What follows belongs to an exercise in optimizing a design on an open flow for small area, a short achievable clock period and few clock cycles per item; a production flow would make more cautious choices.
At most, simulation tests tie the RTL to the original design; equivalence was not proved.
For run 1, only the layout was checked, not whether the RTL still works.
Power is estimated from default activity; no workload was simulated.

$ cat flow/design.v
module alu_muldiv_seq #(
  parameter int XLEN = 64,
  parameter int OPW  = 3
) (
  input  logic            i_Clk,
  input  logic            i_Rst_n,
  input  logic            i_Valid,
  output logic            o_Ready,
  input  logic [OPW-1:0]  i_Op,
  input  logic [XLEN-1:0] i_Rs1,
  input  logic [XLEN-1:0] i_Rs2,
  input  logic            i_Flush,
  output logic            o_Valid,
  input  logic            i_Ready,
  output logic [XLEN-1:0] o_Result,
  output logic            o_Zero
);
  localparam logic [2:0] S_IDLE = 3'd0, S_PRE1 = 3'd1, S_PRE2 = 3'd2, S_STEP = 3'd3, S_POST = 3'd4;
  logic [2:0]  state;
  logic [2:0]  op_reg;
  logic [65:0] s_reg, c_reg;      
  logic [64:0] x_reg;             
  logic [63:0] l_reg;             
  logic [7:0]  hs_reg, hc_reg;    
  logic        hn_reg;            
  logic [1:0]  lcin_reg;          
  logic        bprev_reg;         
  logic [6:0]  cnt_reg;
  logic [6:0]  lza_reg, lzb_reg;
  logic        aneg_reg, bneg_reg, bzero_reg, mcorr_reg;
  logic [63:0] res_reg;
  logic        valid_reg, ready_reg;
  logic        in_div, a_sgn, b_sgn, a_neg, b_neg;
  logic [63:0] a_mag, b_mag, va, vb;
  logic [6:0]  lza, lzb;
  function automatic logic [6:0] lzc64(input logic [63:0] v);
    lzc64 = 7'd64;
    for (int i = 0; i < 64; i++)
      if (v[i]) lzc64 = 7'(63 - i);
  endfunction
  always_comb begin
    in_div = i_Op[2];
    a_sgn  = in_div ? ~i_Op[0] : (i_Op[1:0] != 2'd3);
    b_sgn  = in_div ? ~i_Op[0] : ~i_Op[1];
    a_neg  = a_sgn & i_Rs1[63];
    b_neg  = b_sgn & i_Rs2[63];
  end
  always_comb begin
    a_mag = aneg_reg ? -x_reg[63:0] : x_reg[63:0];
    b_mag = bneg_reg ? -l_reg : l_reg;
    va    = x_reg[63:0] ^ {64{aneg_reg}};
    vb    = l_reg ^ {64{bneg_reg}};
    lza   = lzc64(va);
    lzb   = lzc64(vb);
  end
  logic [64:0] am;
  logic [73:0] row [6];
  logic [73:0] t1s, t1c, t2s, t2c, t3s, t3c, t4s, t4c;
  logic [65:0] pp [4];
  logic [3:0]  bneg;
  logic [9:0]  lo_sum;
  always_comb begin
    logic [8:0] bb;
    am = x_reg;
    bb = {l_reg[7:0], bprev_reg};
    for (int k = 0; k < 4; k++) begin
      logic b0, b1, b2, one, two, ng;
      logic [65:0] m, r;
      b0  = bb[2*k];
      b1  = bb[2*k+1];
      b2  = bb[2*k+2];
      one = b1 ^ b0;
      two = (b2 & ~b1 & ~b0) | (~b2 & b1 & b0);
      ng  = b2;
      m   = ({66{one}} & {am[64], am}) | ({66{two}} & {am, 1'b0});
      r   = m ^ {66{ng}};
      pp[k]   = {~r[65], r[64:0]};
      bneg[k] = ng;
    end
    row[0] = {1'b0, 1'b1, 1'b0, 1'b1, 1'b0, 1'b1, 1'b0, 1'b1, s_reg};
    row[1] = {8'b0, c_reg};
    row[2] = {8'b0, pp[0]};
    row[3] = {6'b0, pp[1], 1'b0, bneg[0]};
    row[4] = {4'b0, pp[2], 1'b0, bneg[1], 2'b0};
    row[5] = {2'b0, pp[3], 1'b0, bneg[2], 4'b0};
    t1s = row[0] ^ row[1] ^ row[2];
    t1c = ((row[0] & row[1]) | (row[0] & row[2]) | (row[1] & row[2])) << 1;
    t2s = row[3] ^ row[4] ^ row[5];
    t2c = ((row[3] & row[4]) | (row[3] & row[5]) | (row[4] & row[5])) << 1;
    t3s = t1s ^ t1c ^ t2s;
    t3c = ((t1s & t1c) | (t1s & t2s) | (t1c & t2s)) << 1;
    t4s = t3s ^ t3c ^ t2c;
    t4c = ((t3s & t3c) | (t3s & t2c) | (t3c & t2c)) << 1;
    lo_sum = {2'b0, hs_reg} + {2'b0, hc_reg} + {3'b0, hn_reg, 6'b0} + {8'b0, lcin_reg};
  end
  logic [65:0] ddiff;
  logic        dge;
  always_comb begin
    ddiff = {2'b0, s_reg[63:0]} - {1'b0, x_reg};
    dge   = ~ddiff[65];
  end
  logic signed [8:0] dsh;
  logic [64:0] bal;
  always_comb begin
    dsh = $signed({2'b0, lzb_reg}) - $signed({2'b0, lza_reg}) + $signed({8'b0, aneg_reg});
    bal = {1'b0, c_reg[63:0]} << dsh[6:0];
  end
  logic [71:0] fa, fb, fc, fs, fcy;
  logic [72:0] fsum;
  logic [63:0] dv, dres, post_res;
  logic        dinv, dinc, fc1, fc2;
  always_comb begin
    fc1  = lcin_reg[0] | lcin_reg[1];    
    fc2  = lcin_reg[1];
    fa   = {s_reg[63:0], hs_reg};
    fb   = {c_reg[63:0], hc_reg};
    fc   = {(mcorr_reg ? x_reg[63:0] : 64'b0), 1'b0, hn_reg, 6'b0};
    fs   = fa ^ fb ^ fc;
    fcy  = {((fa[70:0] & fb[70:0]) | (fa[70:0] & fc[70:0]) | (fb[70:0] & fc[70:0])), fc1};
    fsum = {fs, 1'b1} + {fcy, fc2};
    dv   = op_reg[1] ? s_reg[63:0] : l_reg;
    dinv = op_reg[1] ? aneg_reg : (bzero_reg | (aneg_reg ^ bneg_reg));
    dinc = op_reg[1] ? aneg_reg : (~bzero_reg & (aneg_reg ^ bneg_reg));
    dres = (dv ^ {64{dinv}}) + {63'b0, dinc};
    if (op_reg[2])
      post_res = dres;
    else if (op_reg[1:0] == 2'd0)
      post_res = {fsum[8:1], l_reg[63:8]};
    else
      post_res = fsum[72:9];
  end
  logic accept, handoff, post_fire;
  assign accept    = i_Valid & ready_reg & ~i_Flush;
  assign handoff   = valid_reg & i_Ready & ~i_Flush;
  assign post_fire = (state == S_POST) & (~valid_reg | handoff) & ~i_Flush;
  logic [2:0] state_n;
  logic       valid_n;
  always_comb begin
    state_n = state;
    valid_n = valid_reg;
    if (handoff) valid_n = 1'b0;
    if (post_fire) begin
      valid_n = 1'b1;
      state_n = S_IDLE;
    end
    case (state)
      S_PRE1: state_n = S_PRE2;
      S_PRE2: state_n = (bzero_reg | dsh[8]) ? S_POST : S_STEP;
      S_STEP: if (cnt_reg == 7'd0) state_n = S_POST;
      default: ;
    endcase
    if (accept) state_n = i_Op[2] ? S_PRE1 : S_STEP;
    if (i_Flush) begin
      state_n = S_IDLE;
      valid_n = 1'b0;
    end
  end
  always_ff @(posedge i_Clk) begin
    if (!i_Rst_n) begin
      state     <= S_IDLE;
      valid_reg <= 1'b0;
      ready_reg <= 1'b1;
    end else begin
      state     <= state_n;
      valid_reg <= valid_n;
      ready_reg <= (state_n == S_IDLE) | ((state_n == S_POST) & ~valid_n);
    end
  end
  always_ff @(posedge i_Clk) begin
    if (post_fire) res_reg <= post_res;
    if (accept) begin
      op_reg    <= i_Op;
      aneg_reg  <= a_neg;
      bneg_reg  <= b_neg;
      mcorr_reg <= ~in_div & ~b_sgn & i_Rs2[63];
      s_reg     <= {2'b10, 64'b0};
      c_reg     <= 66'b0;
      x_reg     <= {a_sgn & i_Rs1[63], i_Rs1};
      l_reg     <= i_Rs2;
      hs_reg    <= 8'b0;
      hc_reg    <= 8'b0;
      lcin_reg  <= 2'b0;
      hn_reg    <= 1'b0;
      bprev_reg <= 1'b0;
      cnt_reg   <= 7'd7;
    end else if (state == S_PRE1) begin
      s_reg     <= {2'b0, a_mag};
      c_reg     <= {2'b0, b_mag};
      lza_reg   <= lza;
      lzb_reg   <= lzb;
      bzero_reg <= (l_reg == 64'b0);
    end else if (state == S_PRE2) begin
      x_reg   <= bal;
      l_reg   <= 64'b0;
      cnt_reg <= dsh[6:0];
    end else if (state == S_STEP) begin
      cnt_reg <= cnt_reg - 7'd1;
      if (op_reg[2]) begin
        if (dge) s_reg[63:0] <= ddiff[63:0];
        l_reg <= {l_reg[62:0], dge};
        x_reg <= {1'b0, x_reg[64:1]};
      end else begin
        s_reg     <= t4s[73:8];
        c_reg     <= t4c[73:8];
        hs_reg    <= t4s[7:0];
        hc_reg    <= t4c[7:0];
        hn_reg    <= bneg[3];
        lcin_reg  <= lo_sum[9:8];
        bprev_reg <= l_reg[7];
        l_reg     <= {lo_sum[7:0], l_reg[63:8]};
      end
    end
  end
  assign o_Ready  = ready_reg;
  assign o_Valid  = valid_reg;
  assign o_Result = res_reg;
  assign o_Zero   = (res_reg == 64'b0);
endmodule
$ cat flow/run.sh
#!/bin/bash
# synth_recipe.tcl (not shown) runs the flow's synth.tcl, then flattens the netlist and writes it again
# the make line also repeats each setting of config.mk as NAME=value (left out here)
make -C /OpenROAD-flow-scripts/flow DESIGN_CONFIG=/design/flow/config.mk WORK_HOME=/design/flow/orfs CLKGATE_MAP_FILE= SYNTH_SCRIPT=/design/flow/synth_recipe.tcl finish
$ cat flow/config.mk
export PLATFORM = sky130hd
export DESIGN_NAME = alu_muldiv_seq
export DESIGN_NICKNAME = alu_muldiv_seq
export VERILOG_FILES = /design/flow/design.v
export SDC_FILE = /design/flow/constraint.sdc
export NUM_CORES = 4
export LEC_CHECK = 0
export CAP_MARGIN = 20
export CORE_MARGIN = 2
export CORE_UTILIZATION = 40
export SETUP_SLACK_MARGIN = 3.5
export SLEW_MARGIN = 20
$ cat flow/constraint.sdc
create_clock -name core_clock -period 8.0 [get_ports {i_Clk}]
set_input_delay 1.6000 -clock core_clock [delete_from_list [all_inputs] [get_ports {i_Clk}]]
set_output_delay 1.6000 -clock core_clock [all_outputs]
set_load 0.01 [all_outputs]
==> impl_metrics.env, run 1 <==
export IMPL_status="finished with violations"
export IMPL_so_faults="antenna violations"
export IMPL_async_flop_share_pct=0
export IMPL_synth_edf_count=214
export IMPL_slew_violations=0
export IMPL_grt_usage_pct=36.2
export IMPL_path_class="reg -> reg"
export IMPL_die_area_um2=129000
export IMPL_io_pins=203
export IMPL_ff2ff_path_depth=21
export IMPL_hold_class="reg -> reg"
export IMPL_fin_crit_ns=4.84
export IMPL_syn_to_final_growth_pct=19.8
export IMPL_crit_path_frequent_cell="a21o_1"
export IMPL_hpwl_mm=173
export IMPL_holdBufCountCts=0
export IMPL_largest_reg_flops=66
export IMPL_fin_tns_setup_ns=0
export IMPL_numPortBuffers=202
export IMPL_yosysMostFrequentCell="nand2_1"
export IMPL_finClkSkew_ns=0.0325
export IMPL_row_count=130
export IMPL_num_vias=52400
export IMPL_ys_ff_latch=374
export IMPL_timing_final_crit_share_pct=60.5
export IMPL_detail_route_antenna_nets=1
export IMPL_clk_latency_ns=0.69
export IMPL_end_kind="register"
export IMPL_htreeDepth=2
export IMPL_path_clk_slew_ns=0.06
export IMPL_synthesis_area_um2=50600
export IMPL_yosysSeqAreaShare_pct=19.0
export IMPL_crit_chain="or2_4 > ha_4 > a21o_1 > a41oi_2 > o21ai_2 > a21o_1 > a21o_1 > a21o_1 > a21o_1 > a21oi_2 > o21bai_1 > a21o_1 > a21o_1 > a21o_4 > a211oi_4 > o311ai_4 > o211ai_1 > a21oi_2 > a311o_1 > or4_1 > and3_1"
export IMPL_cts_buffer_depth=3
export IMPL_critPathRequiredTime_ns=8.44
export IMPL_synth_warnings=3
export IMPL_startpoint_type="register"
export IMPL_start_util_pct=40.3
export IMPL_critPathLaunch="lcin_reg[0]"
export IMPL_slew_headroom_pct=19.2
export IMPL_path_depth=21
export IMPL_routedWlPerCell_um=30.2
export IMPL_grt_pass1_wl_mm=348
export IMPL_grt_overflow=0
export IMPL_r2r_start="lcin_reg[0]"
export IMPL_fin_cells=8159
export IMPL_syn_avg_cell_area_um2=7.93
export IMPL_r2r_slack_ns=3.16
export IMPL_first_iter_violations=7234
export IMPL_cts_tree="yes"
export IMPL_r2r_end="res_reg[48]"
export IMPL_root_buffer="clkbuf_16"
export IMPL_crit_buf_inv=0
export IMPL_p_per_area_nw_per_um2=260
export IMPL_drc=0
export IMPL_worstPathArrival_ns=5.28
export IMPL_dieWidth_um=360
export IMPL_p_leak_nw=24.3
export IMPL_grt_start_max_net_pins=131
export IMPL_first_global_vias=49100
export IMPL_worstMarginPinSlew_ns=1.20
export IMPL_cp_endpoint="res_reg[48]"
export IMPL_place_gp_congestion=0.996
export IMPL_drive_above_1_share_pct=14.0
export IMPL_fmax_ghz=0.207
export IMPL_antenna_found_initial=12
export IMPL_maxCapViolCount=0
export IMPL_slowest_delay_ns=0.38
export IMPL_crit_slowest_cell="or4_1"
export IMPL_hold_violations=0
export IMPL_syn_inst=6374
export IMPL_die_y_um=360
export IMPL_core_um2=126000
export IMPL_crit_family="compound AO/OA/AOI/OAI gates"
export IMPL_ir_worst_vdd_v=0.000195
export IMPL_ys_top_cells_by_area="fa_1 13%, edfxtp_1 13%, xnor2_1 8.6%"
export IMPL_synth_distinct_cells=90
export IMPL_final_nets=7094
export IMPL_synth_top_area_share_pct=12.8
export IMPL_cp_max_fo=3
export IMPL_place_inst=7811
export IMPL_cts_inserted_buffers=50
export IMPL_rsz0062_at_grt="yes"
export IMPL_setup_violations=0
export IMPL_yosysTopAreaCell="fa_1"
export IMPL_synthFlopType="edfxtp_1"
export IMPL_syn_nets=7010
export IMPL_synthTopCellsByCount="645 x nand2_1, 510 x nor2_1, 497 x xnor2_1, 470 x inv_1, 460 x clkbuf_1"
export IMPL_wl_mm=246
export IMPL_cts_sinks=374
export IMPL_drtPass1Iterations=9
export IMPL_via_per_inst=6.43
-- report_power, final --
group	leakage (nW)	internal, mW	switching (mW)	total (mW)
combinational	20.1	4.06	6.07	10.1
sequential	3.32	2.32	0.768	3.09
clock	0.861	1.46	1.08	2.54
total	24.3	7.84	7.92	15.8
-- cells by family (layout without fill, tap and decap cells) --
kind of cell	count (synthesis)	count (layout)	share of synthesized area, %
and+or+nand+nor	1790	1790	16.0
AOI/OAI and AO/OA	1771	1775	22.6
buffers and inverters	1034	1152	7.77
xor gates and xnor gates	652	653	11.3
adders and majority gates	500	500	17.2
DFF	374	374	19.0
muxes	253	253	6.13
other	0	12	0
-- metrics by stage --
step | hold WS, ns | area, um^2 | utilization [%] | worst slack, ns | total power [mW]
3_3_place_gp | 0.437 | 54000 | 43.0 | 2.01 | 12.1
4_1_cts | 0.454 | 58400 | 46.5 | 3.26 | 15.1
3_5_place_dp | 0.446 | 54000 | 43.0 | 1.82 | 12.1
2_1_floorplan | 0.427 | 50700 | - | 3.50 | 8.70
6_report | 0.458 | 60600 | 48.2 | 3.16 | 15.8
5_1_grt | 0.495 | 60600 | 48.2 | 2.98 | 16.6
-- cells in the final DEF, fill, tap and decap left out, drive strengths merged, types with 127 or more instances in the layout --
master and instances:
edfxtp 214, mux2i 197, fa 323, a22oi 322
ha 177, xor2 155, nor2 515, a21oi 381
dfxtp 160, clkdlybuf4s50 201, xnor2 498, nand2 648
buf 370, nand3 127, o21ai 445, inv 476
-- worst reg2reg max path, stage by stage, from the launching register on --
cell and delay (ns):
dfxtp_2 0.33, or2_4 0.25, ha_4 0.21, a21o_1 0.18, a41oi_2 0.18, o21ai_2 0.11, a21o_1 0.18, a21o_1 0.20
a21o_1 0.17, a21o_1 0.18, a21oi_2 0.14, o21bai_1 0.11, a21o_1 0.16, a21o_1 0.17, a21o_4 0.23, a211oi_4 0.35
o311ai_4 0.16, o211ai_1 0.26, a21oi_2 0.14, a311o_1 0.35, or4_1 0.38, and3_1 0.15
-- how the worst min path moves through the flow --
stage                           from         end  slack, ns  depth (start not counted)
after floorplan            s_reg[65]   s_reg[65]       0.43                          2
after global placement     s_reg[65]   s_reg[65]       0.44                          2
after detailed placement  cnt_reg[6]  cnt_reg[6]       0.45                          2
after CTS                 cnt_reg[6]  cnt_reg[6]       0.45                          2
after global routing      cnt_reg[6]  cnt_reg[6]       0.49                          2
final                     cnt_reg[6]  cnt_reg[6]       0.46                          2
-- final cells by class --
cell class              count  area [um^2]
fillers                 12300        65000
multi-input cells        4971        39300
flip-flops and latches    374         9660
repair buffers            582         5860
well taps                1650         2060
inverters                 477         1860
clock buffers              62         1350
clock inverters            29          390
diodes                     12         30.0
repair inverters            2         20.0
-- metal layers --
metal	vias to the layer above	GRT usage (%)	wire length, um
met5	-	0	12
met4	2	26.5	22900
met3	888	7.44	27600
met2	3509	54.7	104000
met1	25500	45.7	91200
li1	22500	-	-
-- repair_timing --
item,CTS,global route
cloned,13,11
setup buffers,128,93
setup endpoints to repair,258,158
resized for setup,267,275
pin swaps,96,115
==> run 2, diff against run 1 <==
--- a/flow/design.v
+++ b/flow/design.v
@@ -100,8 +100,8 @@
     dge   = ~ddiff[65];
   end
-  logic signed [8:0] dsh;
+  logic [8:0] dsh;
   logic [64:0] bal;
   always_comb begin
-    dsh = $signed({2'b0, lzb_reg}) - $signed({2'b0, lza_reg}) + $signed({8'b0, aneg_reg});
+    dsh = {2'b0, lzb_reg} - {2'b0, lza_reg} + {8'b0, aneg_reg};
     bal = {1'b0, c_reg[63:0]} << dsh[6:0];
   end
--- a/flow/config.mk
+++ b/flow/config.mk
@@ -9,4 +9,4 @@
 export CORE_MARGIN = 2
 export CORE_UTILIZATION = 40
-export SETUP_SLACK_MARGIN = 3.5
+export SETUP_SLACK_MARGIN = 2
 export SLEW_MARGIN = 20
==> run 2 against run 1 <==
Against the previous run: the run now finishes clean; largest power group unchanged; sequential cell count unchanged; synthesized area unchanged; fmax is 16% lower; first-iteration DRC count fell by 15%; power shrank 4.9%; cell area is 7.7% lower; core utilization is 3.7 points lower.
==> impl_metrics.env, run 2 <==
export IMPL_synth_warnings=3
export IMPL_async_flop_share_pct=0
export IMPL_cts_sinks=374
export IMPL_status="timing/DRC/antenna clean"
export IMPL_end_kind="register"
export IMPL_num_vias=49900
export IMPL_place_inst=7810
export IMPL_slew_headroom_pct=18.3
export IMPL_yosysSeqAreaShare_pct=19.0
export IMPL_place_worst_setup_slack_ns=1.62
export IMPL_synth_edf_count=214
export IMPL_root_buffer="clkbuf_16"
export IMPL_r2r_start="x_reg[9]"
export IMPL_synth_top_area_share_pct=12.8
export IMPL_seqPwrFrac_pct=20.9
export IMPL_setup_violations=0
export IMPL_yosysMostFrequentCell="nand2_1"
export IMPL_p_per_area_nw_per_um2=268
export IMPL_crit_chain="and2_1 > fa_1 > ha_1 > a21oi_1 > a21oi_1 > o21ai_0 > a21boi_0 > o21ai_0 > o311ai_0 > o21ai_1 > a21oi_1 > o311ai_1 > a31oi_2 > o21ai_1 > o21ai_1 > a31oi_1 > xor2_1 > o21ai_0"
export IMPL_via_per_inst=6.31
export IMPL_ff2ff_path_depth=18
export IMPL_finalWorstSetupSlack_ns=2.25
export IMPL_final_nets=6861
export IMPL_crit_slowest_cell="edfxtp_1"
export IMPL_whs_endpoint="s_reg[65]"
export IMPL_detail_route_antenna_nets=0
export IMPL_numPortBuffers=202
export IMPL_syn_to_final_growth_pct=10.6
export IMPL_ys_ff_latch=374
export IMPL_grt_overflow=0
export IMPL_path_class="reg -> reg"
export IMPL_antenna_found_initial=9
export IMPL_start_util_pct=40.3
export IMPL_ys_top_cells_by_area="fa_1 13%, edfxtp_1 13%, xnor2_1 8.6%"
export IMPL_slowest_delay_ns=0.91
export IMPL_maxCapViolCount=0
export IMPL_path_clk_slew_ns=0.06
export IMPL_yosysTopAreaCell="fa_1"
export IMPL_drc=0
export IMPL_worstPathArrival_ns=6.14
export IMPL_critPathRequiredTime_ns=8.39
export IMPL_timing_final_crit_share_pct=71.9
export IMPL_p_sw_share_pct=50.1
export IMPL_grt_start_max_net_pins=128
export IMPL_core_um2=126000
export IMPL_die_area_um2=129000
export IMPL_hpwl_mm=175
export IMPL_cp_max_fo=16
export IMPL_fin_cells=7922
export IMPL_synth_distinct_cells=90
export IMPL_dieWidth_um=360
export IMPL_cts_buffer_depth=3
export IMPL_share_comb_of_total_power_pct=62.0
export IMPL_grt_pass1_wl_mm=336
export IMPL_worstMarginPinSlew_ns=1.21
export IMPL_io_pins=203
export IMPL_switchingPower_mw=7.50
export IMPL_wl_mm=232
export IMPL_clkPwrFrac_pct=17.1
export IMPL_startpoint_type="register"
export IMPL_ir_worst_vdd_v=0.000194
export IMPL_place_gp_congestion=0.995
export IMPL_fin_tns_setup_ns=0
export IMPL_grt_usage_pct=34.8
export IMPL_hold_violations=0
export IMPL_syn_nets=7010
export IMPL_first_global_vias=47500
export IMPL_die_y_um=360
export IMPL_routedWlPerCell_um=29.2
export IMPL_fmax_ghz=0.174
export IMPL_synthesis_area_um2=50600
export IMPL_fin_crit_ns=5.75
export IMPL_r2r_end="res_reg[55]"
export IMPL_hold_depth=2
export IMPL_rsz0062_at_grt="no"
export IMPL_whs_ns=0.458
export IMPL_p_leak_nw=22.3
export IMPL_drive_above_1_share_pct=6.13
export IMPL_fillers=12800
export IMPL_hold_class="reg -> reg"
export IMPL_drtPass1Iterations=7
export IMPL_finClkSkew_ns=0.0302
export IMPL_layout_common_cells="642 x nand2_1, 506 x nor2_1, 493 x xnor2_1"
export IMPL_syn_inst=6374
export IMPL_clk_latency_ns=0.68
export IMPL_r2r_slack_ns=2.25
export IMPL_cts_tree="yes"
export IMPL_first_iter_violations=6145
export IMPL_synthTopCellsByCount="645 x nand2_1, 510 x nor2_1, 497 x xnor2_1, 470 x inv_1, 460 x clkbuf_1"
export IMPL_syn_avg_cell_area_um2=7.93
export IMPL_htreeDepth=2
export IMPL_synthFlopType="edfxtp_1"
export IMPL_hold_start="s_reg[65]"
export IMPL_mostFrequentLayoutCell="nand2_1"
export IMPL_cts_inserted_buffers=50
export IMPL_row_count=130
export IMPL_largest_reg_flops=66
export IMPL_p_int_mw=7.48
export IMPL_slew_violations=0
run 2: cell types whose count changed in the layout (fill, tap and decap cells not counted), sizes merged:
| cell | before | now |
|---|---|---|
| buf | 370 | 152 |
| clkbuf | 71 | 63 |
| clkinvlp | 3 | 7 |
| clkinv | 21 | 18 |
| o31a | 6 | 5 |
| diode | 12 | 5 |
| bufbuf | 2 | 0 |
| xor2 | 155 | 154 |
| o21ai | 445 | 443 |
| clkdlybuf4s50 | 201 | 202 |
run 2: worst max path at each step:
stage,endpoint,slack [ns],cells after the start,from
after global placement,s_reg[21],1.74,20,x_reg[26]
after detailed placement,s_reg[8],1.62,20,x_reg[26]
final,res_reg[55],2.25,18,x_reg[9]
after global routing,s_reg[56],1.99,22,x_reg[2]
after floorplan,res_reg[61],2.47,24,aneg_reg
after CTS,s_reg[15],2.16,21,x_reg[2]
run 2: timing repair:
item	4_1_cts	5_1_grt
endpoints found under the hold margin	0	0
setup buffers	1	10
pin swaps	0	2
gates cloned	0	1
endpoints found under the setup margin	57	76
hold buffers	0	0
resized for setup	2	6
run 2: kinds of logic after synthesis:
kind of cell,share of synthesized area [%]
mux,6.13
fa+ha+maj,17.2
xor+xnor,11.3
simple gates,16.0
buf+inv,7.77
compound gates,22.6
flops,19.0
run 2: power by group through the flow:
stage	logic (mW)	clock network, mW	registers [mW]
finish	9.29	2.56	3.13
global route	10.2	2.64	3.13
CTS	9.15	2.57	3.11
detailed placement	9.05	0	3.15
global placement	9.04	0	3.15
floorplan	6.05	0	2.63
run 2: cell type report:
class,instances,area (um^2),share of cell area [%]
Multi-Input combinational cell,4967,37400,66.8
Inverter,477,1800,3.22
Clock buffer,62,1370,2.45
Clock inverter,32,407,0.727
Antenna cell,5,12.5,0.0224
Sequential cell,374,9630,17.2
Tap cell,1650,2060,3.69
Timing Repair Buffer,355,3300,5.89
run 2: routing by layer:
| metal | vias up | global-route usage (%) | part of all wire [%] |
|---|---|---|---|
| met5 | - | 0 | 0.015 |
| li1 | 22000 | - | - |
| met4 | 6 | 20.6 | 7.1 |
| met1 | 24500 | 44.7 | 39 |
| met3 | 627 | 6.06 | 8.6 |
| met2 | 2747 | 54.8 | 45 |
run 2: critical path, delay by kind of cell, from the launching register on:
kind	cells	cell delay, ns
XOR/XNOR	1	0.20
AND/OR/NAND/NOR	1	0.24
flip-flops	1	0.91
adder cells (fa/ha/maj)	2	0.76
AO/OA/AOI/OAI	14	3.36
run 2: metrics by stage:
step	power [mW]	cell area [um^2]	utilization [%]
finish	15.0	55900	44.5
global route	16.0	55900	44.5
CTS	14.8	55800	44.4
detailed placement	12.2	54000	43.0
global placement	12.2	53900	43.0
floorplan	8.68	50600	-
Testbench counts of run 2, summed over its fixed seeds: cycles 25,228, items 2,400.

what the ideal ports hide:
The results above use ideal ports. As a check the final layouts listed here were re-extracted and re-timed, cells and wires unchanged.
Step 1 sets driving cells, clkbuf_16 on the clock port and buf_2 on the other inputs (assumed; they add their load-dependent delay and slew).
Step 2 adds t to the input delays and takes it off the output delays; t is the mean of the earliest and latest rising clock arrival at the registers after step 1. Input paths then give back, and output paths get back, about the clock's delay inside the block.
a / b / c = ideal ports / drivers / drivers and shift; a / b = the first two.
| run | t, ns | slack for setup (ns) | pins driven straight from the clock port |
|---|---|---|---|
| run 1 | 0.744 | 3.164 / 3.164 / 3.164 | 1 |
| run 2 | 0.743 | 2.249 / 2.249 / 2.249 | 1 |
